Background: an optimization exercise with open tools, aiming at small area, a short achievable clock period and few clock cycles. Do not read the settings as production practice.
At most, simulation tests tie the RTL to the original design; equivalence was not proved.
No functional check of the RTL was part of run 1.
No activity file was given, so power comes from the tool's default toggle rates.

==> flow/design.v (outline; a module is shown in full before it is edited, if it fits) <==
// module rtc_fields_to_epoch_seconds_unit: 1257 lines
module rtc_fields_to_epoch_seconds_unit (
  input  logic      clk,
  input  logic      rst,
  input  logic      start,
  output logic      busy,
  input  rfes_pkg::rfes_in_t  fields,
  output logic      done,
  output rfes_pkg::rfes_out_t result,
  input  logic      cfg_write,
  input  logic      cfg_index,
  input  logic      cfg_data
);
  // ...
==> flow/flow/run.sh <==
#!/bin/bash
# Standard layout, with the port buffers made of the smallest buffer cell,
# Yosys's generic fine-grained ABC pass skipped (so that the adders written as
# gates reach full-adder extraction as written), and clock tree synthesis
# without dummy loads.
set -euo pipefail
bash standard.sh SYNTH_ARGS=-noabc BUFFER_PORTS_ARGS="-buffer_cell sky130_fd_sc_hd__buf_1" \
  CTS_ARGS="-sink_clustering_enable -repair_clock_nets -buf_list sky130_fd_sc_hd__clkbuf_8 -dont_use_dummy_load" \
  finish > standard_flow.log 2>&1
==> flow/standard.sh <==
#!/bin/bash
# synth_recipe.tcl (not shown) runs the flow's synth.tcl, then flattens the netlist and writes it again
# the make line also repeats each setting of config.mk as NAME=value (left out here)
make -C /OpenROAD-flow-scripts/flow DESIGN_CONFIG=/design/flow/config.mk WORK_HOME=/design/flow/orfs CLKGATE_MAP_FILE= SYNTH_SCRIPT=/design/flow/synth_recipe.tcl "${@:-finish}"
==> flow/config.mk <==
export PLATFORM = sky130hd
export DESIGN_NAME = rtc_fields_to_epoch_seconds_unit
export DESIGN_NICKNAME = rtc_fields_to_epoch_seconds_unit
export VERILOG_FILES = /design/flow/design.v
export SDC_FILE = /design/flow/constraint.sdc
export NUM_CORES = 4
export LEC_CHECK = 0
export CAP_MARGIN = 20
export CORE_MARGIN = 2
export CORE_UTILIZATION = 40
export CTS_BUF_LIST = sky130_fd_sc_hd__clkbuf_8
export SETUP_SLACK_MARGIN = 5.0
export SLEW_MARGIN = 20
==> flow/constraint.sdc <==
create_clock -name core_clock -period 8.0 [get_ports {clk}]
set_input_delay 1.6000 -clock core_clock [delete_from_list [all_inputs] [get_ports {clk}]]
set_output_delay 1.6000 -clock core_clock [all_outputs]
set_load 0.01 [all_outputs]
==> flow_summary.yaml, run 1 <==
final_layout:
  area_overhead_of_the_layout_relative_to_synthesis_pct: 10.1
  regMostFlops: "res_q"
  final_design_area_no_fill_um2: 8090
  buffer_area_share_pct: 4.14
  most_common_cell_after_layout_fill_and_taps_aside: "sky130_fd_sc_hd__dfxtp_1"
  multi_input_area_share_pct: 53.5
worst_setup_path:
  crit_path_start: "fields[10]"
  path_delay_family: "simple AND/OR/NAND/NOR gates"
  r2r_end: "cy_q$_DFF_P_"
  crit_fanout: 12
  rr_worst_depth: 8
  reg2reg_from: "monb_q[0]$_DFF_P_"
  cp.required_ns: 8.36
placement:
  post-dp-hpwl_um: 11100
  place.port_buffers: 87
min_path:
  cell_depth_of_the_worst_hold_path: 0
  holdCritStartpoint: "sec_q[0]$_DFF_P_"
sta:
  setup_tns_ns: 0
  finalWorstPathRequiredPeriod_ns: 2.83
  hold_violations: 0
floorplanning:
  ios: 89
power:
  power_dissipated_in_sequential_cells_mw: 1.01
run_status:
  run_status: "complete, no violations"
clocking:
  clock_latency_at_the_later_pin_of_the_worst_skew_pair_ns: 0.44
  cts_hold_buf: 0
  clk_pin_slew_ns: 0.06
  htree_num_levels: 4
detailed_routing:
  routed_wl_um: 14000
  drt_first_iter_violations: 221
synthesis:
  yosys-mux-area-fraction_pct: 0.409
  synth_most_common_cell: "sky130_fd_sc_hd__dfxtp_1"
  synthesis.yosys.warnings: 1
  synth_ff_type: "sky130_fd_sc_hd__dfxtp_1"
  syn_inst: 723
global_route:
  grt_pass1_wl_um: 23900
  antenna_found_initial: 0
==> module rtc_fields_to_epoch_seconds_unit, before the edit <==
module rtc_fields_to_epoch_seconds_unit (
  input  logic      clk,
  input  logic      rst,
  input  logic      start,
  output logic      busy,
  input  rfes_pkg::rfes_in_t  fields,
  output logic      done,
  output rfes_pkg::rfes_out_t result,
  input  logic      cfg_write,
  input  logic      cfg_index,
  input  logic      cfg_data
);
  logic        bcd_mode;
  logic        twelve_hour_mode;
  always_ff @(posedge clk) begin
    if (rst) begin
      bcd_mode         <= 1'b1;
      twelve_hour_mode <= 1'b0;
    end else if (cfg_write) begin
      case (cfg_index)
        rfes_pkg::CFG_BCD_MODE:  bcd_mode         <= cfg_data;
        rfes_pkg::CFG_TWELVE_HR: twelve_hour_mode <= cfg_data;
        default:       bcd_mode         <= bcd_mode;
      endcase
    end
  end
  assign busy = 1'b0;
  logic [5:0]  sec6;
  logic [5:0]  min6;
  logic [4:0]  hv5;
  logic [4:0]  day5;
  logic [6:0]  yr7;
  logic [3:0]  mon4;
  logic [3:0]  h4;
  logic [4:0]  hr5;
  logic        leap;
  logic [3:0]  ml;
  logic [1:0]  fields_r;
  logic        err_sec, err_min, err_hr, err_day, err_mon, err_yr, err_all;
  logic t0;
  logic t1;
  logic t2;
  logic t3;
  logic t4;
  logic t5;
  logic t6;
  logic t7;
  logic t8;
  logic t9;
  logic t10;
  logic t11;
  logic t12;
  logic t13;
  logic t14;
  logic t15;
  logic t16;
  logic t17;
  logic t18;
  logic t19;
  logic t20;
  logic t21;
  logic t22;
  logic t23;
  logic t24;
  logic t25;
  logic t26;
  logic t27;
  logic t28;
  logic t29;
  logic t30;
  logic t31;
  logic t32;
  logic t33;
  logic t34;
  logic t35;
  logic t36;
  logic t37;
  logic t38;
  logic t39;
  logic t40;
  logic t41;
  logic t42;
  logic t43;
  logic t44;
  logic t45;
  logic t46;
  logic t47;
  logic t48;
  logic t49;
  logic t50;
  logic t51;
  logic t52;
  logic t53;
  logic t54;
  logic t55;
  logic t56;
  logic t57;
  logic t58;
  logic t59;
  logic t60;
  logic t61;
  logic t62;
  logic t63;
  logic t64;
  logic t65;
  logic t66;
  logic t67;
  logic t68;
  logic t69;
  logic t70;
  logic t71;
  logic t72;
  logic t73;
  logic t74;
  logic t75;
  logic t76;
  logic t77;
  logic t78;
  logic t79;
  logic t80;
  logic t81;
  logic t82;
  logic t83;
  logic t84;
  logic t85;
  logic t86;
  logic t87;
  logic t88;
  logic t89;
  logic t90;
  logic t91;
  logic t92;
  assign t0 = bcd_mode & fields.raw_seconds[4];
  assign t1 = bcd_mode & fields.raw_seconds[5];
  assign t2 = bcd_mode ? fields.raw_seconds[6] : fields.raw_seconds[4];
  assign t3 = ~bcd_mode & fields.raw_seconds[5];
  assign t4 = ~bcd_mode & fields.raw_seconds[6];
  assign t5 = fields.raw_seconds[3] ^ fields.raw_seconds[4];
  assign t6 = fields.raw_seconds[3] & fields.raw_seconds[4];
  assign t7 = fields.raw_seconds[5] ^ t3;
  assign t8 = fields.raw_seconds[5] & t3;
  assign t9 = fields.raw_seconds[6] ^ t4;
  assign t10 = fields.raw_seconds[6] & t4;
  assign t11 = fields.raw_seconds[1] ^ t0;
  assign t12 = fields.raw_seconds[2] ^ t1;
  assign t13 = t2 ^ t5;
  assign t14 = t7 ^ t6;
  assign t15 = t9 ^ t8;
  assign t16 = fields.raw_seconds[1] & t0;
  assign t17 = fields.raw_seconds[2] & t1;
  assign t18 = t2 & t5;
  assign t19 = t7 & t6;
  assign t20 = t9 & t8;
  assign t21 = t17 | (t12 & t16);
  assign t22 = t12 & t11;
  assign t23 = t19 | (t14 & t18);
  assign t24 = t14 & t13;
  assign t25 = t18 | (t13 & t21);
  assign t26 = t13 & t22;
  assign t27 = t23 | (t24 & t21);
  assign t28 = t24 & t22;
  assign t29 = t20 | (t15 & t27);
  assign t30 = t12 ^ t16;
  assign t31 = t13 ^ t21;
  assign t32 = t14 ^ t25;
  assign t33 = t15 ^ t27;
  assign t34 = bcd_mode & fields.raw_minutes[4];
  assign t35 = bcd_mode & fields.raw_minutes[5];
  assign t36 = bcd_mode ? fields.raw_minutes[6] : fields.raw_minutes[4];
  assign t37 = ~bcd_mode & fields.raw_minutes[5];
  assign t38 = ~bcd_mode & fields.raw_minutes[6];
  assign t39 = fields.raw_minutes[3] ^ fields.raw_minutes[4];
  assign t40 = fields.raw_minutes[3] & fields.raw_minutes[4];
  assign t41 = fields.raw_minutes[5] ^ t37;
  assign t42 = fields.raw_minutes[5] & t37;
  assign t43 = fields.raw_minutes[6] ^ t38;
  assign t44 = fields.raw_minutes[6] & t38;
  assign t45 = fields.raw_minutes[1] ^ t34;
  assign t46 = fields.raw_minutes[2] ^ t35;
  assign t47 = t36 ^ t39;
  assign t48 = t41 ^ t40;
  assign t49 = t43 ^ t42;
  assign t50 = fields.raw_minutes[1] & t34;
  assign t51 = fields.raw_minutes[2] & t35;
  assign t52 = t36 & t39;
  assign t53 = t41 & t40;
  assign t54 = t43 & t42;
  assign t55 = t51 | (t46 & t50);
  assign t56 = t46 & t45;
  assign t57 = t53 | (t48 & t52);
  assign t58 = t48 & t47;
  assign t59 = t52 | (t47 & t55);
  assign t60 = t47 & t56;
  assign t61 = t57 | (t58 & t55);
  assign t62 = t58 & t56;
  assign t63 = t54 | (t49 & t61);
  assign t64 = t46 ^ t50;
  assign t65 = t47 ^ t55;
  assign t66 = t48 ^ t59;
  assign t67 = t49 ^ t61;
  assign t68 = bcd_mode & fields.raw_monthday[4];
  assign t69 = bcd_mode & fields.raw_monthday[5];
  assign t70 = ~bcd_mode & fields.raw_monthday[4];
  assign t71 = ~bcd_mode & fields.raw_monthday[5];
  assign t72 = fields.raw_monthday[3] ^ fields.raw_monthday[4];
  assign t73 = fields.raw_monthday[3] & fields.raw_monthday[4];
  assign t74 = fields.raw_monthday[5] ^ t71;
  assign t75 = fields.raw_monthday[5] & t71;
  assign t76 = fields.raw_monthday[1] ^ t68;
  assign t77 = fields.raw_monthday[2] ^ t69;
  assign t78 = t70 ^ t72;
  assign t79 = t74 ^ t73;
  assign t80 = fields.raw_monthday[1] & t68;
  assign t81 = fields.raw_monthday[2] & t69;
  assign t82 = t70 & t72;
  assign t83 = t74 & t73;
  assign t84 = t81 | (t77 & t80);
  assign t85 = t77 & t76;
  assign t86 = t83 | (t79 & t82);
  assign t87 = t82 | (t78 & t84);
  assign t88 = t78 & t85;
  assign t89 = t86 | (t79 & t84);
  assign t90 = t77 ^ t80;
  assign t91 = t78 ^ t84;
  assign t92 = t79 ^ t87;
  assign sec6 = {t33, t32, t31, t30, t11, fields.raw_seconds[0]};
  assign min6 = {t67, t66, t65, t64, t45, fields.raw_minutes[0]};
  always_comb begin
    if (!bcd_mode) begin
      hv5 = fields.raw_hours[4:0];
    end else if (fields.raw_hours[5]) begin
      hv5 = {3'b101, fields.raw_hours[1:0]};
    end else if (fields.raw_hours[4]) begin
      hv5 = rfes_pkg::plus10(fields.raw_hours[3:0]);
    end else begin
      hv5 = {1'b0, fields.raw_hours[3:0]};
    end
  end
  assign day5 = {t92, t91, t90, t76, fields.raw_monthday[0]};
  assign yr7 = bcd_mode ? rfes_pkg::bcd_year(fields.raw_year) : fields.raw_year[6:0];
  always_comb begin
    err_sec = bcd_mode ? rfes_pkg::bcd_gt59(fields.raw_seconds) : rfes_pkg::gt8(fields.raw_seconds, 8'd59);
    err_min = bcd_mode ? rfes_pkg::bcd_gt59(fields.raw_minutes) : rfes_pkg::gt8(fields.raw_minutes, 8'd59);
    if (twelve_hour_mode) begin
      err_hr = bcd_mode ? rfes_pkg::bcd_bad_1_12(fields.raw_hours[6:0]) :
                          ((fields.raw_hours[6:0] == 7'd0) ||
                           rfes_pkg::gt8({1'b0, fields.raw_hours[6:0]}, 8'd12));
    end else begin
      err_hr = bcd_mode ? rfes_pkg::bcd_gt23(fields.raw_hours) : rfes_pkg::gt8(fields.raw_hours, 8'd23);
    end
    err_mon = bcd_mode ? (rfes_pkg::bcd_bad_1_12(fields.raw_month[6:0]) || fields.raw_month[7]) :
                         ((fields.raw_month == 8'd0) || rfes_pkg::gt8(fields.raw_month, 8'd12));
    err_yr  = bcd_mode ? rfes_pkg::bcd_gt99(fields.raw_year) : rfes_pkg::gt8(fields.raw_year, 8'd99);
  end
  always_comb begin
    if (bcd_mode && fields.raw_month[4]) begin
      mon4 = {1'b1, fields.raw_month[1], ~fields.raw_month[1], fields.raw_month[0]};
    end else begin
      mon4 = fields.raw_month[3:0];
    end
    if (bcd_mode && fields.raw_hours[4]) begin
      h4 = {1'b1, fields.raw_hours[1], ~fields.raw_hours[1], fields.raw_hours[0]};
    end else begin
      h4 = fields.raw_hours[3:0];
    end
    hr5 = twelve_hour_mode ? rfes_pkg::hour12(h4, fields.raw_hours[7]) : hv5;
    if (bcd_mode) begin
      leap = !fields.raw_year[0] && (fields.raw_year[1] == fields.raw_year[4]);
    end else begin
      leap = (fields.raw_year[1:0] == 2'b00);
    end
    ml[0] = (mon4 == 4'd2) && !leap;
    ml[1] = (mon4 == 4'd2) && leap;
    ml[2] = (mon4 == 4'd4) || (mon4 == 4'd6) || (mon4 == 4'd9) || (mon4 == 4'd11);
    ml[3] = !(ml[0] || ml[1] || ml[2]);
    err_day = (fields.raw_monthday == 8'd0) || rfes_pkg::day_gt(fields.raw_monthday, bcd_mode, ml);
    err_all = err_sec || err_min || err_hr || err_day || err_mon || err_yr;
    if (bcd_mode) begin
      fields_r = {fields.raw_year[1] ^ fields.raw_year[4], fields.raw_year[0]};
    end else begin
      fields_r = fields.raw_year[1:0];
    end
  end
  logic [3:0]  mona;
  logic [2:0]  monb;
  assign mona[0] = (mon4 == 4'd1) || (mon4 == 4'd5) || (mon4 == 4'd9);
  assign mona[1] = (mon4 == 4'd2) || (mon4 == 4'd6) || (mon4 == 4'd10);
  assign mona[2] = (mon4 == 4'd3) || (mon4 == 4'd7) || (mon4 == 4'd11);
  assign mona[3] = (mon4 == 4'd4) || (mon4 == 4'd8) || (mon4 == 4'd12);
  assign monb[0] = (mon4 == 4'd1) || (mon4 == 4'd2) || (mon4 == 4'd3) || (mon4 == 4'd4);
  assign monb[1] = (mon4 == 4'd5) || (mon4 == 4'd6) || (mon4 == 4'd7) || (mon4 == 4'd8);
  assign monb[2] = (mon4 == 4'd9) || (mon4 == 4'd10) || (mon4 == 4'd11) || (mon4 == 4'd12);
  logic        v_q;
  logic [1:0]  errs_q;
  logic        err_q;
  logic [4:0]  q_q;
  logic [1:0]  r_q;
  logic [3:0]  mona_q;   
  logic [2:0]  monb_q;   
  logic [4:0]  day_q;
  logic [4:0]  hr_q;
  logic [5:0]  min_q;
  logic [5:0]  sec_q;
  logic        leap_q;
  always_ff @(posedge clk) begin
    if (rst) begin
      v_q <= 1'b0;
    end else begin
      v_q <= start;
    end
  end
  always_ff @(posedge clk) begin
    errs_q <= {err_day, err_sec || err_min || err_hr || err_mon || err_yr};
    q_q   <= yr7[6:2];
    r_q   <= fields_r;
    mona_q <= mona;
    monb_q <= monb;
    day_q <= day5;
    hr_q  <= hr5;
    min_q <= min6;
    sec_q <= sec6;
    leap_q <= leap;
  end
  assign err_q = |errs_q;
  logic [31:0] epoch;
  logic [31:0] tab;
  logic [12:1] mon_q;
  assign mon_q[1] = mona_q[0] & monb_q[0];
  assign mon_q[2] = mona_q[1] & monb_q[0];
  assign mon_q[3] = mona_q[2] & monb_q[0];
  assign mon_q[4] = mona_q[3] & monb_q[0];
  assign mon_q[5] = mona_q[0] & monb_q[1];
  assign mon_q[6] = mona_q[1] & monb_q[1];
  assign mon_q[7] = mona_q[2] & monb_q[1];
  assign mon_q[8] = mona_q[3] & monb_q[1];
  assign mon_q[9] = mona_q[0] & monb_q[2];
  assign mon_q[10] = mona_q[1] & monb_q[2];
  assign mon_q[11] = mona_q[2] & monb_q[2];
  assign mon_q[12] = mona_q[3] & monb_q[2];
  assign tab[0] = 1'b0;
  assign tab[1] = 1'b0;
  assign tab[2] = 1'b0;
  assign tab[3] = 1'b0;
  assign tab[4] = 1'b0;
  assign tab[5] = 1'b0;
  assign tab[6] = 1'b0;
  assign tab[7] = (mon_q[1] & ~leap_q) | (mon_q[2] & leap_q) | mon_q[4] | mon_q[5] | mon_q[8] | mon_q[11] | mon_q[12];
  assign tab[8] = (mon_q[1] & ~leap_q) | mon_q[5] | mon_q[7] | mon_q[8] | mon_q[10] | mon_q[11];
  assign tab[9] = mon_q[1] | (mon_q[2] & ~leap_q) | mon_q[4] | mon_q[5] | mon_q[6] | mon_q[7] | mon_q[11];
  assign tab[10] = mon_q[3] | mon_q[5] | mon_q[6] | mon_q[10];
  assign tab[11] = mon_q[3] | mon_q[4] | mon_q[10] | mon_q[11] | mon_q[12];
  assign tab[12] = (mon_q[1] & leap_q) | (mon_q[2] & leap_q) | mon_q[5] | mon_q[6] | mon_q[12];
  assign tab[13] = (mon_q[1] & leap_q) | (mon_q[2] & ~leap_q) | mon_q[4] | mon_q[5] | mon_q[7] | mon_q[9] | mon_q[10];
  assign tab[14] = mon_q[1] | (mon_q[2] & leap_q) | mon_q[4] | mon_q[5] | mon_q[6] | mon_q[7] | mon_q[8];
  assign tab[15] = (mon_q[1] & ~leap_q) | (mon_q[2] & ~leap_q) | mon_q[3] | mon_q[5] | mon_q[6] | mon_q[10] | mon_q[11];
  assign tab[16] = (mon_q[1] & leap_q) | (mon_q[2] & ~leap_q) | mon_q[4] | mon_q[6] | mon_q[7] | mon_q[9] | mon_q[11] | mon_q[12];
  assign tab[17] = (mon_q[1] & ~leap_q) | mon_q[2] | mon_q[8] | mon_q[9] | mon_q[10] | mon_q[11] | mon_q[12];
  assign tab[18] = 1'b0;
  assign tab[19] = mon_q[1] | mon_q[3] | mon_q[5] | mon_q[7] | mon_q[9] | mon_q[11];
  assign tab[20] = mon_q[2] | mon_q[3] | mon_q[6] | mon_q[7] | mon_q[10] | mon_q[11];
  assign tab[21] = mon_q[2] | mon_q[5] | mon_q[7] | mon_q[8] | mon_q[10];
  assign tab[22] = mon_q[1] | mon_q[2] | mon_q[4] | mon_q[5] | mon_q[8] | mon_q[11];
  assign tab[23] = mon_q[3] | mon_q[4] | mon_q[5] | mon_q[9] | mon_q[10] | mon_q[11];
  assign tab[24] = mon_q[6] | mon_q[7] | mon_q[8] | mon_q[9] | mon_q[10] | mon_q[11];
  assign tab[25] = mon_q[12];
  assign tab[26] = 1'b0;
  assign tab[27] = 1'b0;
  assign tab[28] = 1'b0;
  assign tab[29] = 1'b0;
  assign tab[30] = 1'b0;
  assign tab[31] = 1'b0;
  logic t93;
  logic t94;
  logic t95;
  logic t96;
  logic t97;
  logic t98;
  logic t99;
  logic t100;
  logic t101;
  logic t102;
  logic t103;
  logic t104;
  logic t105;
  logic t106;
  logic t107;
  logic t108;
  logic t109;
  logic t110;
  logic t111;
  logic t112;
  logic t113;
  logic t114;
  logic t115;
  logic t116;
  logic t117;
  logic t118;
  logic t119;
  logic t120;
  logic t121;
  logic t122;
  logic t123;
  logic t124;
  logic t125;
  logic t126;
  logic t127;
  logic t128;
  logic t129;
  logic t130;
  logic t131;
  logic t132;
  logic t133;
  logic t134;
  logic t135;
  logic t136;
  logic t137;
  logic t138;
  logic t139;
  logic t140;
  logic t141;
  logic t142;
  logic t143;
  logic t144;
  logic t145;
  logic t146;
  logic t147;
  logic t148;
  logic t149;
  logic t150;
  logic t151;
  logic t152;
  logic t153;
  logic t154;
  logic t155;
  logic t156;
  logic t157;
  logic t158;
  logic t159;
  logic t160;
  logic t161;
  logic t162;
  logic t163;
  logic t164;
  logic t165;
  logic t166;
  logic t167;
  logic t168;
  logic t169;
  logic t170;
  logic t171;
  logic t172;
  logic t173;
  logic t174;
  logic t175;
  logic t176;
  logic t177;
  logic t178;
  logic t179;
  logic t180;
  logic t181;
  logic t182;
  logic t183;
  logic t184;
  logic t185;
  logic t186;
  logic t187;
  logic t188;
  logic t189;
  logic t190;
  logic t191;
  logic t192;
  logic t193;
  logic t194;
  logic t195;
  logic t196;
  logic t197;
  logic t198;
  logic t199;
  logic t200;
  logic t201;
  logic t202;
  logic t203;
  logic t204;
  logic t205;
  logic t206;
  logic t207;
  logic t208;
  logic t209;
  logic t210;
  logic t211;
  logic t212;
  logic t213;
  logic t214;
  logic t215;
  logic t216;
  logic t217;
  logic t218;
  logic t219;
  logic t220;
  logic t221;
  logic t222;
  logic t223;
  logic t224;
  logic t225;
  logic t226;
  logic t227;
  logic t228;
  logic t229;
  logic t230;
  logic t231;
  logic t232;
  logic t233;
  logic t234;
  logic t235;
  logic t236;
  logic t237;
  logic t238;
  logic t239;
  logic t240;
  logic t241;
  logic t242;
  logic t243;
  logic t244;
  logic t245;
  logic t246;
  logic t247;
  logic t248;
  logic t249;
  logic t250;
  logic t251;
  logic t252;
  logic t253;
  logic t254;
  logic t255;
  logic t256;
  logic t257;
  logic t258;
  logic t259;
  logic t260;
  logic t261;
  logic t262;
  logic t263;
  logic t264;
  logic t265;
  logic t266;
  logic t267;
  logic t268;
  logic t269;
  logic t270;
  logic t271;
  logic t272;
  logic t273;
  logic t274;
  logic t275;
  logic t276;
  logic t277;
  logic t278;
  logic t279;
  logic t280;
  logic t281;
  logic t282;
  logic t283;
  logic t284;
  logic t285;
  logic t286;
  logic t287;
  logic t288;
  logic t289;
  logic t290;
  logic t291;
  logic t292;
  logic t293;
  logic t294;
  logic t295;
  logic t296;
  assign t93 = ~q_q[0] ^ day_q[0];
  assign t94 = ~q_q[0] & day_q[0];
  assign t95 = ~q_q[1] ^ day_q[1] ^ day_q[0];
  assign t96 = (~q_q[1] & day_q[1]) | (day_q[0] & (~q_q[1] ^ day_q[1]));
  assign t97 = ~q_q[2] ^ day_q[2];
  assign t98 = ~q_q[2] & day_q[2];
  assign t99 = ~q_q[3] ^ day_q[3] ^ day_q[2];
  assign t100 = (~q_q[3] & day_q[3]) | (day_q[2] & (~q_q[3] ^ day_q[3]));
  assign t101 = ~q_q[4] ^ day_q[4] ^ day_q[3];
  assign t102 = (~q_q[4] & day_q[4]) | (day_q[3] & (~q_q[4] ^ day_q[4]));
  assign t103 = day_q[4] ^ day_q[0];
  assign t104 = day_q[4] & day_q[0];
  assign t105 = q_q[0] ^ day_q[1];
  assign t106 = q_q[0] & day_q[1];
  assign t107 = q_q[1] ^ day_q[2];
  assign t108 = q_q[1] & day_q[2];
  assign t109 = q_q[2] ^ day_q[3];
  assign t110 = q_q[2] & day_q[3];
  assign t111 = q_q[3] ^ day_q[4] ^ day_q[2];
  assign t112 = (q_q[3] & day_q[4]) | (day_q[2] & (q_q[3] ^ day_q[4]));
  assign t113 = q_q[4] ^ ~q_q[0];
  assign t114 = q_q[4] & ~q_q[0];
  assign t115 = hr_q[3] ^ ~min_q[5] ^ min_q[1];
  assign t116 = (hr_q[3] & ~min_q[5]) | (min_q[1] & (hr_q[3] ^ ~min_q[5]));
  assign t117 = hr_q[4] ^ min_q[2] ^ ~r_q[1];
  assign t118 = (hr_q[4] & min_q[2]) | (~r_q[1] & (hr_q[4] ^ min_q[2]));
  assign t119 = tab[8] ^ t94;
  assign t120 = tab[8] & t94;
  assign t121 = day_q[1] ^ ~hr_q[0] ^ min_q[3];
  assign t122 = (day_q[1] & ~hr_q[0]) | (min_q[3] & (day_q[1] ^ ~hr_q[0]));
  assign t123 = tab[9] ^ t97 ^ t96;
  assign t124 = (tab[9] & t97) | (t96 & (tab[9] ^ t97));
  assign t125 = ~hr_q[1] ^ min_q[4] ^ r_q[0];
  assign t126 = (~hr_q[1] & min_q[4]) | (r_q[0] & (~hr_q[1] ^ min_q[4]));
  assign t127 = tab[10] ^ t98 ^ t99;
  assign t128 = (tab[10] & t98) | (t99 & (tab[10] ^ t98));
  assign t129 = ~hr_q[2] ^ min_q[5] ^ r_q[1];
  assign t130 = (~hr_q[2] & min_q[5]) | (r_q[1] & (~hr_q[2] ^ min_q[5]));
  assign t131 = tab[11] ^ t101 ^ t100;
  assign t132 = (tab[11] & t101) | (t100 & (tab[11] ^ t101));
  assign t133 = ~hr_q[3] ^ hr_q[0] ^ ~r_q[0];
  assign t134 = (~hr_q[3] & hr_q[0]) | (~r_q[0] & (~hr_q[3] ^ hr_q[0]));
  assign t135 = tab[12] ^ t103 ^ t102;
  assign t136 = (tab[12] & t103) | (t102 & (tab[12] ^ t103));
  assign t137 = ~hr_q[4] ^ hr_q[1] ^ ~r_q[1];
  assign t138 = (~hr_q[4] & hr_q[1]) | (~r_q[1] & (~hr_q[4] ^ hr_q[1]));
  assign t139 = tab[13] ^ t105 ^ t104;
  assign t140 = (tab[13] & t105) | (t104 & (tab[13] ^ t105));
  assign t141 = day_q[0] ^ hr_q[2] ^ r_q[0];
  assign t142 = (day_q[0] & hr_q[2]) | (r_q[0] & (day_q[0] ^ hr_q[2]));
  assign t143 = tab[14] ^ t107 ^ t106;
  assign t144 = (tab[14] & t107) | (t106 & (tab[14] ^ t107));
  assign t145 = day_q[1] ^ hr_q[3] ^ r_q[1];
  assign t146 = (day_q[1] & hr_q[3]) | (r_q[1] & (day_q[1] ^ hr_q[3]));
  assign t147 = tab[15] ^ t109 ^ t108;
  assign t148 = (tab[15] & t109) | (t108 & (tab[15] ^ t109));
  assign t149 = day_q[0] ^ hr_q[4] ^ r_q[0];
  assign t150 = (day_q[0] & hr_q[4]) | (r_q[0] & (day_q[0] ^ hr_q[4]));
  assign t151 = tab[16] ^ t110 ^ t111;
  assign t152 = (tab[16] & t110) | (t111 & (tab[16] ^ t110));
  assign t153 = day_q[3] ^ day_q[1] ^ r_q[1];
  assign t154 = (day_q[3] & day_q[1]) | (r_q[1] & (day_q[3] ^ day_q[1]));
  assign t155 = tab[17] ^ t113 ^ t112;
  assign t156 = (tab[17] & t113) | (t112 & (tab[17] ^ t113));
  assign t157 = ~q_q[1] ^ day_q[4] ^ day_q[2];
  assign t158 = (~q_q[1] & day_q[4]) | (day_q[2] & (~q_q[1] ^ day_q[4]));
  assign t159 = 1'b1 ^ t114;
  assign t160 = 1'b1 & t114;
  assign t161 = ~q_q[2] ^ q_q[0] ^ day_q[3];
  assign t162 = (~q_q[2] & q_q[0]) | (day_q[3] & (~q_q[2] ^ q_q[0]));
  assign t163 = ~q_q[3] ^ q_q[1];
  assign t164 = ~q_q[3] & q_q[1];
  assign t165 = ~q_q[4] ^ q_q[2];
  assign t166 = ~q_q[4] & q_q[2];
  assign t167 = ~r_q[0] ^ tab[7];
  assign t168 = ~r_q[0] & tab[7];
  assign t169 = t95 ^ t117 ^ t116;
  assign t170 = (t95 & t117) | (t116 & (t95 ^ t117));
  assign t171 = t121 ^ t118 ^ t120;
  assign t172 = (t121 & t118) | (t120 & (t121 ^ t118));
  assign t173 = t125 ^ t122 ^ t127;
  assign t174 = (t125 & t122) | (t127 & (t125 ^ t122));
  assign t175 = t129 ^ t126 ^ t131;
  assign t176 = (t129 & t126) | (t131 & (t129 ^ t126));
  assign t177 = t133 ^ t130 ^ t135;
  assign t178 = (t133 & t130) | (t135 & (t133 ^ t130));
  assign t179 = t137 ^ t134 ^ t139;
  assign t180 = (t137 & t134) | (t139 & (t137 ^ t134));
  assign t181 = t141 ^ t138 ^ t143;
  assign t182 = (t141 & t138) | (t143 & (t141 ^ t138));
  assign t183 = t145 ^ t142 ^ t147;
  assign t184 = (t145 & t142) | (t147 & (t145 ^ t142));
  assign t185 = t149 ^ t146 ^ t148;
  assign t186 = (t149 & t146) | (t148 & (t149 ^ t146));
  assign t187 = t153 ^ t150 ^ t155;
  assign t188 = (t153 & t150) | (t155 & (t153 ^ t150));
  assign t189 = t157 ^ t154 ^ t159;
  assign t190 = (t157 & t154) | (t159 & (t157 ^ t154));
  assign t191 = tab[19] ^ t161 ^ t158;
  assign t192 = (tab[19] & t161) | (t158 & (tab[19] ^ t161));
  assign t193 = day_q[4] ^ tab[20] ^ t163;
  assign t194 = (day_q[4] & tab[20]) | (t163 & (day_q[4] ^ tab[20]));
  assign t195 = ~r_q[0] ^ tab[21] ^ t165;
  assign t196 = (~r_q[0] & tab[21]) | (t165 & (~r_q[0] ^ tab[21]));
  assign t197 = q_q[3] ^ ~r_q[1] ^ tab[22];
  assign t198 = (q_q[3] & ~r_q[1]) | (tab[22] & (q_q[3] ^ ~r_q[1]));
  assign t199 = q_q[4] ^ ~q_q[0];
  assign t200 = q_q[4] & ~q_q[0];
  assign t201 = ~min_q[0] ^ sec_q[2];
  assign t202 = ~min_q[0] & sec_q[2];
  assign t203 = ~min_q[1] ^ sec_q[3];
  assign t204 = ~min_q[1] & sec_q[3];
  assign t205 = hr_q[0] ^ ~min_q[2] ^ sec_q[4];
  assign t206 = (hr_q[0] & ~min_q[2]) | (sec_q[4] & (hr_q[0] ^ ~min_q[2]));
  assign t207 = hr_q[1] ^ ~min_q[3] ^ sec_q[5];
  assign t208 = (hr_q[1] & ~min_q[3]) | (sec_q[5] & (hr_q[1] ^ ~min_q[3]));
  assign t209 = hr_q[2] ^ ~min_q[4] ^ min_q[0];
  assign t210 = (hr_q[2] & ~min_q[4]) | (min_q[0] & (hr_q[2] ^ ~min_q[4]));
  assign t211 = t93 ^ t167 ^ t115;
  assign t212 = (t93 & t167) | (t115 & (t93 ^ t167));
  assign t213 = t168 ^ t119 ^ t169;
  assign t214 = (t168 & t119) | (t169 & (t168 ^ t119));
  assign t215 = t123 ^ t170 ^ t171;
  assign t216 = (t123 & t170) | (t171 & (t123 ^ t170));
  assign t217 = t124 ^ t172 ^ t173;
  assign t218 = (t124 & t172) | (t173 & (t124 ^ t172));
  assign t219 = t128 ^ t175 ^ t174;
  assign t220 = (t128 & t175) | (t174 & (t128 ^ t175));
  assign t221 = t132 ^ t177 ^ t176;
  assign t222 = (t132 & t177) | (t176 & (t132 ^ t177));
  assign t223 = t136 ^ t179 ^ t178;
  assign t224 = (t136 & t179) | (t178 & (t136 ^ t179));
  assign t225 = t140 ^ t181 ^ t180;
  assign t226 = (t140 & t181) | (t180 & (t140 ^ t181));
  assign t227 = t144 ^ t183 ^ t182;
  assign t228 = (t144 & t183) | (t182 & (t144 ^ t183));
  assign t229 = t151 ^ t185 ^ t184;
  assign t230 = (t151 & t185) | (t184 & (t151 ^ t185));
  assign t231 = t152 ^ t186 ^ t187;
  assign t232 = (t152 & t186) | (t187 & (t152 ^ t186));
  assign t233 = t156 ^ t189 ^ t188;
  assign t234 = (t156 & t189) | (t188 & (t156 ^ t189));
  assign t235 = t160 ^ t191 ^ t190;
  assign t236 = (t160 & t191) | (t190 & (t160 ^ t191));
  assign t237 = t162 ^ t193 ^ t192;
  assign t238 = (t162 & t193) | (t192 & (t162 ^ t193));
  assign t239 = t164 ^ t195 ^ t194;
  assign t240 = (t164 & t195) | (t194 & (t164 ^ t195));
  assign t241 = t166 ^ t197 ^ t196;
  assign t242 = (t166 & t197) | (t196 & (t166 ^ t197));
  assign t243 = tab[23] ^ t199 ^ t198;
  assign t244 = (tab[23] & t199) | (t198 & (tab[23] ^ t199));
  assign t245 = ~q_q[1] ^ tab[24] ^ t200;
  assign t246 = (~q_q[1] & tab[24]) | (t200 & (~q_q[1] ^ tab[24]));
  assign t247 = ~q_q[2] ^ r_q[0] ^ tab[25];
  assign t248 = (~q_q[2] & r_q[0]) | (tab[25] & (~q_q[2] ^ r_q[0]));
  assign t249 = ~q_q[3] ^ r_q[1];
  assign t250 = ~q_q[3] & r_q[1];
  assign t251 = ~q_q[4] ^ q_q[0] ^ 1'b1;
  assign t252 = (~q_q[4] & q_q[0]) | (1'b1 & (~q_q[4] ^ q_q[0]));
  assign t253 = 1'b1 ^ t201;
  assign t254 = t203 ^ t202;
  assign t255 = t205 ^ t204;
  assign t256 = t207 ^ t206;
  assign t257 = t209 ^ t208;
  assign t258 = t211 ^ t210;
  assign t259 = t213 ^ t212;
  assign t260 = 1'b0 ^ 1'b0;
  assign t261 = 1'b1 & t201;
  assign t262 = t203 & t202;
  assign t263 = t205 & t204;
  assign t264 = t207 & t206;
  assign t265 = t209 & t208;
  assign t266 = t211 & t210;
  assign t267 = t213 & t212;
  assign t268 = 1'b0 & 1'b0;
  assign t269 = t262 | (t254 & t261);
  assign t270 = t254 & t253;
  assign t271 = t264 | (t256 & t263);
  assign t272 = t256 & t255;
  assign t273 = t266 | (t258 & t265);
  assign t274 = t258 & t257;
  assign t275 = t268 | (t260 & t267);
  assign t276 = t263 | (t255 & t269);
  assign t277 = t255 & t270;
  assign t278 = t271 | (t272 & t269);
  assign t279 = t272 & t270;
  assign t280 = t267 | (t259 & t273);
  assign t281 = t259 & t274;
  assign t282 = t275 | (t260 & t273);
  assign t283 = t265 | (t257 & t278);
  assign t284 = t257 & t279;
  assign t285 = t273 | (t274 & t278);
  assign t286 = t274 & t279;
  assign t287 = t280 | (t281 & t278);
  assign t288 = t281 & t279;
  assign t289 = t282 | (t260 & t278);
  assign t290 = t254 ^ t261;
  assign t291 = t255 ^ t269;
  assign t292 = t256 ^ t276;
  assign t293 = t257 ^ t278;
  assign t294 = t258 ^ t283;
  assign t295 = t259 ^ t285;
  assign t296 = t260 ^ t287;
  logic        v2_q;
  logic        err2_q;
  logic        lo_q_0;
  logic        lo_q_1;
  logic        lo_q_2;
  logic        lo_q_3;
  logic        lo_q_4;
  logic        lo_q_5;
  logic        lo_q_6;
  logic        lo_q_7;
  logic        lo_q_8;
  logic        cy_q;
  logic        cs0_q_9;
  logic        cs1_q_9;
  logic        cs0_q_10;
  logic        cs1_q_10;
  logic        cs0_q_11;
  logic        cs1_q_11;
  logic        cs0_q_12;
  logic        cs1_q_12;
  logic        cs0_q_13;
  logic        cs1_q_13;
  logic        cs0_q_14;
  logic        cs1_q_14;
  logic        cs0_q_15;
  logic        cs1_q_15;
  logic        cs0_q_16;
  logic        cs1_q_16;
  logic        cs0_q_17;
  logic        cs1_q_17;
  logic        cs0_q_18;
  logic        cs1_q_18;
  logic        cs0_q_19;
  logic        cs1_q_19;
  logic        cs0_q_20;
  logic        cs1_q_20;
  logic        cs0_q_21;
  logic        cs1_q_21;
  logic        cs0_q_22;
  logic        cs1_q_22;
  logic        cs0_q_23;
  logic        cs1_q_23;
  logic        cs0_q_24;
  logic        cs1_q_24;
  logic        cs0_q_25;
  logic        cs1_q_25;
  logic        cs0_q_26;
  logic        cs1_q_26;
  logic        cs0_q_27;
  logic        cs1_q_27;
  logic        cs0_q_28;
  logic        cs1_q_28;
  logic        cs0_q_29;
  logic        cs1_q_29;
  logic        cs0_q_30;
  logic        cs0_q_31;
  always_ff @(posedge clk) begin
    if (rst) begin
      v2_q <= 1'b0;
    end else begin
      v2_q <= v_q;
    end
  end
  always_ff @(posedge clk) begin
    err2_q <= err_q;
    lo_q_0 <= sec_q[0];
    lo_q_1 <= sec_q[1];
    lo_q_2 <= t253;
    lo_q_3 <= t290;
    lo_q_4 <= t291;
    lo_q_5 <= t292;
    lo_q_6 <= t293;
    lo_q_7 <= t294;
    lo_q_8 <= t295;
    cy_q <= t296;
    cs0_q_9 <= t215;
    cs1_q_9 <= t214;
    cs0_q_10 <= t217;
    cs1_q_10 <= t216;
    cs0_q_11 <= t219;
    cs1_q_11 <= t218;
    cs0_q_12 <= t221;
    cs1_q_12 <= t220;
    cs0_q_13 <= t223;
    cs1_q_13 <= t222;
    cs0_q_14 <= t225;
    cs1_q_14 <= t224;
    cs0_q_15 <= t227;
    cs1_q_15 <= t226;
    cs0_q_16 <= t229;
    cs1_q_16 <= t228;
    cs0_q_17 <= t231;
    cs1_q_17 <= t230;
    cs0_q_18 <= t233;
    cs1_q_18 <= t232;
    cs0_q_19 <= t235;
    cs1_q_19 <= t234;
    cs0_q_20 <= t237;
    cs1_q_20 <= t236;
    cs0_q_21 <= t239;
    cs1_q_21 <= t238;
    cs0_q_22 <= t241;
    cs1_q_22 <= t240;
    cs0_q_23 <= t243;
    cs1_q_23 <= t242;
    cs0_q_24 <= t245;
    cs1_q_24 <= t244;
    cs0_q_25 <= t247;
    cs1_q_25 <= t246;
    cs0_q_26 <= t249;
    cs1_q_26 <= t248;
    cs0_q_27 <= t251;
    cs1_q_27 <= t250;
    cs0_q_28 <= q_q[1];
    cs1_q_28 <= t252;
    cs0_q_29 <= q_q[2];
    cs1_q_29 <= 1'b1;
    cs0_q_30 <= q_q[3];
    cs0_q_31 <= q_q[4];
  end
  logic t297;
  logic t298;
  logic t299;
  logic t300;
  logic t301;
  logic t302;
  logic t303;
  logic t304;
  logic t305;
  logic t306;
  logic t307;
  logic t308;
  logic t309;
  logic t310;
  logic t311;
  logic t312;
  logic t313;
  logic t314;
  logic t315;
  logic t316;
  logic t317;
  logic t318;
  logic t319;
  logic t320;
  logic t321;
  logic t322;
  logic t323;
  logic t324;
  logic t325;
  logic t326;
  logic t327;
  logic t328;
  logic t329;
  logic t330;
  logic t331;
  logic t332;
  logic t333;
  logic t334;
  logic t335;
  logic t336;
  logic t337;
  logic t338;
  logic t339;
  logic t340;
  logic t341;
  logic t342;
  logic t343;
  logic t344;
  logic t345;
  logic t346;
  logic t347;
  logic t348;
  logic t349;
  logic t350;
  logic t351;
  logic t352;
  logic t353;
  logic t354;
  logic t355;
  logic t356;
  logic t357;
  logic t358;
  logic t359;
  logic t360;
  logic t361;
  logic t362;
  logic t363;
  logic t364;
  logic t365;
  logic t366;
  logic t367;
  logic t368;
  logic t369;
  logic t370;
  logic t371;
  logic t372;
  logic t373;
  logic t374;
  logic t375;
  logic t376;
  logic t377;
  logic t378;
  logic t379;
  logic t380;
  logic t381;
  logic t382;
  logic t383;
  logic t384;
  logic t385;
  logic t386;
  logic t387;
  logic t388;
  logic t389;
  logic t390;
  logic t391;
  logic t392;
  logic t393;
  logic t394;
  logic t395;
  logic t396;
  logic t397;
  logic t398;
  logic t399;
  logic t400;
  logic t401;
  logic t402;
  logic t403;
  logic t404;
  logic t405;
  logic t406;
  logic t407;
  logic t408;
  logic t409;
  logic t410;
  logic t411;
  logic t412;
  logic t413;
  logic t414;
  logic t415;
  logic t416;
  logic t417;
  logic t418;
  logic t419;
  logic t420;
  logic t421;
  logic t422;
  logic t423;
  logic t424;
  logic t425;
  logic t426;
  logic t427;
  logic t428;
  logic t429;
  logic t430;
  logic t431;
  logic t432;
  logic t433;
  logic t434;
  logic t435;
  logic t436;
  logic t437;
  logic t438;
  logic t439;
  logic t440;
  logic t441;
  logic t442;
  logic t443;
  logic t444;
  logic t445;
  logic t446;
  logic t447;
  logic t448;
  logic t449;
  logic t450;
  logic t451;
  logic t452;
  logic t453;
  logic t454;
  logic t455;
  logic t456;
  logic t457;
  logic t458;
  logic t459;
  logic t460;
  logic t461;
  logic t462;
  logic t463;
  logic t464;
  logic t465;
  logic t466;
  logic t467;
  assign t297 = cy_q ^ cy_q;
  assign t298 = cs0_q_9 ^ cs1_q_9;
  assign t299 = cs0_q_10 ^ cs1_q_10;
  assign t300 = cs0_q_11 ^ cs1_q_11;
  assign t301 = cs0_q_12 ^ cs1_q_12;
  assign t302 = cs0_q_13 ^ cs1_q_13;
  assign t303 = cs0_q_14 ^ cs1_q_14;
  assign t304 = cs0_q_15 ^ cs1_q_15;
  assign t305 = cs0_q_16 ^ cs1_q_16;
  assign t306 = cs0_q_17 ^ cs1_q_17;
  assign t307 = cs0_q_18 ^ cs1_q_18;
  assign t308 = cs0_q_19 ^ cs1_q_19;
  assign t309 = cs0_q_20 ^ cs1_q_20;
  assign t310 = cs0_q_21 ^ cs1_q_21;
  assign t311 = cs0_q_22 ^ cs1_q_22;
  assign t312 = cs0_q_23 ^ cs1_q_23;
  assign t313 = cs0_q_24 ^ cs1_q_24;
  assign t314 = cs0_q_25 ^ cs1_q_25;
  assign t315 = cs0_q_26 ^ cs1_q_26;
  assign t316 = cs0_q_27 ^ cs1_q_27;
  assign t317 = cs0_q_28 ^ cs1_q_28;
  assign t318 = cs0_q_29 ^ cs1_q_29;
  assign t319 = cs0_q_30 ^ 1'b0;
  assign t320 = cs0_q_31 ^ 1'b0;
  assign t321 = cy_q & cy_q;
  assign t322 = cs0_q_9 & cs1_q_9;
  assign t323 = cs0_q_10 & cs1_q_10;
  assign t324 = cs0_q_11 & cs1_q_11;
  assign t325 = cs0_q_12 & cs1_q_12;
  assign t326 = cs0_q_13 & cs1_q_13;
  assign t327 = cs0_q_14 & cs1_q_14;
  assign t328 = cs0_q_15 & cs1_q_15;
  assign t329 = cs0_q_16 & cs1_q_16;
  assign t330 = cs0_q_17 & cs1_q_17;
  assign t331 = cs0_q_18 & cs1_q_18;
  assign t332 = cs0_q_19 & cs1_q_19;
  assign t333 = cs0_q_20 & cs1_q_20;
  assign t334 = cs0_q_21 & cs1_q_21;
  assign t335 = cs0_q_22 & cs1_q_22;
  assign t336 = cs0_q_23 & cs1_q_23;
  assign t337 = cs0_q_24 & cs1_q_24;
  assign t338 = cs0_q_25 & cs1_q_25;
  assign t339 = cs0_q_26 & cs1_q_26;
  assign t340 = cs0_q_27 & cs1_q_27;
  assign t341 = cs0_q_28 & cs1_q_28;
  assign t342 = cs0_q_29 & cs1_q_29;
  assign t343 = cs0_q_30 & 1'b0;
  assign t344 = cs0_q_31 & 1'b0;
  assign t345 = t322 | (t298 & t321);
  assign t346 = t298 & t297;
  assign t347 = t324 | (t300 & t323);
  assign t348 = t300 & t299;
  assign t349 = t326 | (t302 & t325);
  assign t350 = t302 & t301;
  assign t351 = t328 | (t304 & t327);
  assign t352 = t304 & t303;
  assign t353 = t330 | (t306 & t329);
  assign t354 = t306 & t305;
  assign t355 = t332 | (t308 & t331);
  assign t356 = t308 & t307;
  assign t357 = t334 | (t310 & t333);
  assign t358 = t310 & t309;
  assign t359 = t336 | (t312 & t335);
  assign t360 = t312 & t311;
  assign t361 = t338 | (t314 & t337);
  assign t362 = t314 & t313;
  assign t363 = t340 | (t316 & t339);
  assign t364 = t316 & t315;
  assign t365 = t342 | (t318 & t341);
  assign t366 = t318 & t317;
  assign t367 = t344 | (t320 & t343);
  assign t368 = t323 | (t299 & t345);
  assign t369 = t299 & t346;
  assign t370 = t347 | (t348 & t345);
  assign t371 = t348 & t346;
  assign t372 = t327 | (t303 & t349);
  assign t373 = t303 & t350;
  assign t374 = t351 | (t352 & t349);
  assign t375 = t352 & t350;
  assign t376 = t331 | (t307 & t353);
  assign t377 = t307 & t354;
  assign t378 = t355 | (t356 & t353);
  assign t379 = t356 & t354;
  assign t380 = t335 | (t311 & t357);
  assign t381 = t311 & t358;
  assign t382 = t359 | (t360 & t357);
  assign t383 = t360 & t358;
  assign t384 = t339 | (t315 & t361);
  assign t385 = t315 & t362;
  assign t386 = t363 | (t364 & t361);
  assign t387 = t364 & t362;
  assign t388 = t343 | (t319 & t365);
  assign t389 = t319 & t366;
  assign t390 = t367 | (t320 & t365);
  assign t391 = t325 | (t301 & t370);
  assign t392 = t301 & t371;
  assign t393 = t349 | (t350 & t370);
  assign t394 = t350 & t371;
  assign t395 = t372 | (t373 & t370);
  assign t396 = t373 & t371;
  assign t397 = t374 | (t375 & t370);
  assign t398 = t375 & t371;
  assign t399 = t333 | (t309 & t378);
  assign t400 = t309 & t379;
  assign t401 = t357 | (t358 & t378);
  assign t402 = t358 & t379;
  assign t403 = t380 | (t381 & t378);
  assign t404 = t381 & t379;
  assign t405 = t382 | (t383 & t378);
  assign t406 = t383 & t379;
  assign t407 = t341 | (t317 & t386);
  assign t408 = t317 & t387;
  assign t409 = t365 | (t366 & t386);
  assign t410 = t366 & t387;
  assign t411 = t388 | (t389 & t386);
  assign t412 = t389 & t387;
  assign t413 = t390 | (t320 & t386);
  assign t414 = t329 | (t305 & t397);
  assign t415 = t305 & t398;
  assign t416 = t353 | (t354 & t397);
  assign t417 = t354 & t398;
  assign t418 = t376 | (t377 & t397);
  assign t419 = t377 & t398;
  assign t420 = t378 | (t379 & t397);
  assign t421 = t379 & t398;
  assign t422 = t399 | (t400 & t397);
  assign t423 = t400 & t398;
  assign t424 = t401 | (t402 & t397);
  assign t425 = t402 & t398;
  assign t426 = t403 | (t404 & t397);
  assign t427 = t404 & t398;
  assign t428 = t405 | (t406 & t397);
  assign t429 = t406 & t398;
  assign t430 = t337 | (t313 & t428);
  assign t431 = t313 & t429;
  assign t432 = t361 | (t362 & t428);
  assign t433 = t362 & t429;
  assign t434 = t384 | (t385 & t428);
  assign t435 = t385 & t429;
  assign t436 = t386 | (t387 & t428);
  assign t437 = t387 & t429;
  assign t438 = t407 | (t408 & t428);
  assign t439 = t408 & t429;
  assign t440 = t409 | (t410 & t428);
  assign t441 = t410 & t429;
  assign t442 = t411 | (t412 & t428);
  assign t443 = t412 & t429;
  assign t444 = t413 | (t320 & t428);
  assign t445 = t298 ^ t321;
  assign t446 = t299 ^ t345;
  assign t447 = t300 ^ t368;
  assign t448 = t301 ^ t370;
  assign t449 = t302 ^ t391;
  assign t450 = t303 ^ t393;
  assign t451 = t304 ^ t395;
  assign t452 = t305 ^ t397;
  assign t453 = t306 ^ t414;
  assign t454 = t307 ^ t416;
  assign t455 = t308 ^ t418;
  assign t456 = t309 ^ t420;
  assign t457 = t310 ^ t422;
  assign t458 = t311 ^ t424;
  assign t459 = t312 ^ t426;
  assign t460 = t313 ^ t428;
  assign t461 = t314 ^ t430;
  assign t462 = t315 ^ t432;
  assign t463 = t316 ^ t434;
  assign t464 = t317 ^ t436;
  assign t465 = t318 ^ t438;
  assign t466 = t319 ^ t440;
  assign t467 = t320 ^ t442;
  assign epoch = {t467, t466, t465, t464, t463, t462, t461, t460, t459, t458, t457, t456, t455, t454, t453, t452, t451, t450, t449, t448, t447, t446, t445, lo_q_8, lo_q_7, lo_q_6, lo_q_5, lo_q_4, lo_q_3, lo_q_2, lo_q_1, lo_q_0};
  logic        v3_q;
  logic [32:0] res_q;
  always_ff @(posedge clk) begin
    if (rst) begin
      v3_q <= 1'b0;
    end else begin
      v3_q <= v2_q;
    end
  end
  always_ff @(posedge clk) begin
    res_q <= {epoch, err2_q};
  end
  assign done   = v3_q;
  assign result = res_q;
endmodule
==> run 2, diff against run 1 <==
--- a/flow/design.v
+++ b/flow/design.v
@@ -668,7 +668,7 @@
   assign monb[1] = (mon4 == 4'd5) || (mon4 == 4'd6) || (mon4 == 4'd7) || (mon4 == 4'd8);
   assign monb[2] = (mon4 == 4'd9) || (mon4 == 4'd10) || (mon4 == 4'd11) || (mon4 == 4'd12);
   logic        v_q;
-  logic [1:0]  errs_q;
+  logic [5:0]  errs_q;
   logic        err_q;
   logic [4:0]  q_q;
   logic [1:0]  r_q;
@@ -687,7 +687,7 @@
     end
   end
   always_ff @(posedge clk) begin
-    errs_q <= {err_day, err_sec || err_min || err_hr || err_mon || err_yr};
+    errs_q <= {err_sec, err_min, err_hr, err_day, err_mon, err_yr};
     q_q   <= yr7[6:2];
     r_q   <= fields_r;
     mona_q <= mona;
==> flow_summary.yaml, run 2 <==
sta:
  timing.clock.skew_ns: 0.0315
  finalWorstPathRequiredPeriod_ns: 2.82
  setup_viol: 0
  max_slew_margin_pct: 58.8
  slew_violations: 0
  hold_violations: 0
  rsz_0062_raised_after_global_routing: "false"
  maxClockFrequency_ghz: 0.354
  final.period_utilization_pct: 35.3
  worst_pin_slew_ns: 0.618
  setup_tns_ns: 0
floorplanning:
  die-height_um: 140
  initial_utilization_pct: 40.9
  die-area_um2: 19600
  fp-row-count: 49
  die-width_um: 140
  ios: 89
  core_um2: 18000
synthesis:
  post_synth_most_frequent_cells: "sky130_fd_sc_hd__dfxtp_1 (135), sky130_fd_sc_hd__fa_1 (77), sky130_fd_sc_hd__inv_1 (75), sky130_fd_sc_hd__ha_1 (51), sky130_fd_sc_hd__nor2_1 (47)"
  synth_area_leader_cell: "sky130_fd_sc_hd__dfxtp_1"
  synthesis.area_per_instance_um2: 10.2
  net_count_of_the_mapped_netlist: 902
  synth_sequential_area_ratio_pct: 36.6
  yosys-top-cells-area: "sky130_fd_sc_hd__dfxtp_1 (37%), sky130_fd_sc_hd__fa_1 (21%), sky130_fd_sc_hd__ha_1 (8.6%)"
  synthesis.yosys.warnings: 1
  synth-edff-count: 0
  count_of_state_elements_after_synthesis: 135
  syn_inst: 720
  post_synth_num_cell_types: 64
  synth_largest_type_area_fraction_pct: 36.6
  syn-cell-area_um2: 7380
  synth-async-reset-ratio_pct: 0
  synth_ff_type: "sky130_fd_sc_hd__dfxtp_1"
  synth_most_common_cell: "sky130_fd_sc_hd__dfxtp_1"
clocking:
  clock_latency_at_the_later_pin_of_the_worst_skew_pair_ns: 0.44
  clk_pin_slew_ns: 0.07
  cts_hold_buf: 0
  numCtsBuffers: 17
  htree_num_levels: 4
  clk_path_buf_depth: 2
  cts.sinks: 135
  tritoncts_clock_tree: "yes"
  clock_tree.root_cell: "sky130_fd_sc_hd__clkbuf_8"
worst_setup_path:
  cp.required_ns: 8.34
  crit_fanout: 6
  critical_path.startpoint_type: "primary input"
  cp_data_arrival_time_ns: 3.16
  cp-end-kind: "flip-flop"
  criticalPathCategory: "primary input to flip-flop"
global_route:
  grt_start_max_net_pins: 37
  overall_global_routing_usage_pct: 15.4
  number_of_global_route_vias_before_repair: 4933
  grt_pass1_wl_um: 23900
  antenna_found_initial: 0
  grt.overflow.total: 0
placement:
  place.port_buffers: 87
  finalWeightedCongestion: 0.853
  post-dp-hpwl_um: 11200
power:
  leakage_nw: 3.57
  p_per_area_nw_per_um2: 327
  power.total_mw: 2.65
  max-vdd-ir-drop_uv: 178
final_layout:
  nets: 979
  regMostFlops: "res_q"
  drive_gt1_share_pct: 3.40
  antenna_cells_inserted: 0
  most_common_cell_after_layout_fill_and_taps_aside: "sky130_fd_sc_hd__dfxtp_1"
  largest_register_ff_count: 33
  layout.cells.most_common_list: "sky130_fd_sc_hd__dfxtp_1 (134), sky130_fd_sc_hd__buf_1 (87), sky130_fd_sc_hd__fa_1 (76)"
  area_overhead_of_the_layout_relative_to_synthesis_pct: 9.97
flow_run:
  maxcap_viol_count: 0
detailed_routing:
  routed_via_density: 4.92
  routedWlPerCell_um: 13.9
  drt_first_iter_violations: 183
  via_count_of_the_routed_design: 5041
  routed_wl_um: 14200
  drt_drc_violations_left: 0
  detailedRoute.firstPassIterationCount: 4
  drt.antenna.violating_nets: 0
run_status:
  run_status: "complete, no violations"
min_path:
  worstHoldPathType: "flip-flop to flip-flop"
run 2: report_power, final:
part	switching [mW]	internal [mW]	leakage [nW]
registers	0.106	0.924	1.13
logic	0.666	0.561	2.31
clock network	0.209	0.186	0.122
total	0.981	1.67	3.57
run 2: path summary, 6_finish.rpt:
kind                                   startpoint  slack (ns)  depth (start not counted)          endpoint
worst min register to register     lo_q_3$_DFF_P_        0.32                          0  res_q[4]$_DFF_P_
worst min-delay path               lo_q_3$_DFF_P_        0.32                          0  res_q[4]$_DFF_P_
worst max register to register  monb_q[2]$_DFF_P_        5.22                          6  cs0_q_15$_DFF_P_
worst max-delay path                   fields[20]        5.18                          7  day_q[4]$_DFF_P_
run 2: worst max-delay path: stages:
cell	delay, ns
sky130_fd_sc_hd__buf_1	0.13
sky130_fd_sc_hd__and2_1	0.18
sky130_fd_sc_hd__ha_1	0.19
sky130_fd_sc_hd__fa_1	0.39
sky130_fd_sc_hd__fa_2	0.35
sky130_fd_sc_hd__xnor2_1	0.18
sky130_fd_sc_hd__xnor2_1	0.14
run 2: timing repair:
| action | in CTS | in global routing |
|---|---|---|
| endpoints found under the setup margin | 0 | 1 |
| buffers inserted | 0 | 0 |
| resized for setup | 0 | 1 |
run 2: kinds of logic after synthesis:
kind of cell               share of synthesized area [%]
and+or+nand+nor                                     10.3
buffers and inverters                               5.37
AOI/OAI and AO/OA                                   13.9
muxes                                              0.560
adders and majority gates                           29.5
other                                             0.0508
DFF                                                 36.6
xor gates and xnor gates                            3.68
run 2: layer usage:
layer  track usage [%]  part of all wire (%)  vias up
met5                 0                     0        -
met4              5.26                   1.9        0
met3              4.16                   4.7       14
met2              23.4                    45      120
met1              21.3                    49     2351
li1                  -                     -     2556
run 2: through the flow:
step | instance area, um2 | hold slack, ns | cells | utilization (%) | worst slack, ns
finish | 8120 | 0.324 | 1024 | 45.0 | 5.18
global placement | 7880 | 0.312 | 1007 | 43.7 | 4.81
CTS | 8110 | 0.321 | 1024 | 45.0 | 5.13
detailed placement | 7880 | 0.312 | 1007 | 43.7 | 4.74
floorplan | 7380 | 0.310 | 720 | - | 5.00
global route | 8120 | 0.327 | 1024 | 45.0 | 5.05
run 2: cell type report:
class	instances	area, um2
multi-input combinational	481	4280
timing repair buffer	87	327
sequential	135	2700
clock buffer	17	234
tap	229	287
fill	1778	9910
inverter	75	282
Testbench counts of run 2, summed over its fixed seeds: cycles 2,144.

port drivers added, routing unchanged:
The flow's constraints put no driver on any port. The routed layouts listed below were extracted and timed again, unchanged, in two steps. Step 1 assumes that a clkbuf_16 drives the clock port and a buf_2 every other input. Step 2 also shifts input and output timing later by t, the mid clock arrival at the registers, as if the neighbouring blocks saw the same clock. Three values: no drivers, after step 1, after step 2; two values: the first two.
| run | shift t [ns] | slack for setup (ns) | hold WS [ns] | worst register clock-pin slew, ns | worst data-port slew with drivers (ns) |
|---|---|---|---|---|---|
| run 1 | 0.469 | 5.173 / 5.184 / 4.715 | 0.324 / 0.324 / 0.324 | 0.07 / 0.07 | 0.04 |
| run 2 | 0.458 | 5.179 / 5.194 / 4.736 | 0.324 / 0.324 / 0.324 | 0.08 / 0.08 | 0.03 |
After both steps setup and hold are still met in every run listed. For run 1, which loses most, drivers alone change the setup slack by +0.011 ns; drivers and shift together by -0.458 ns.
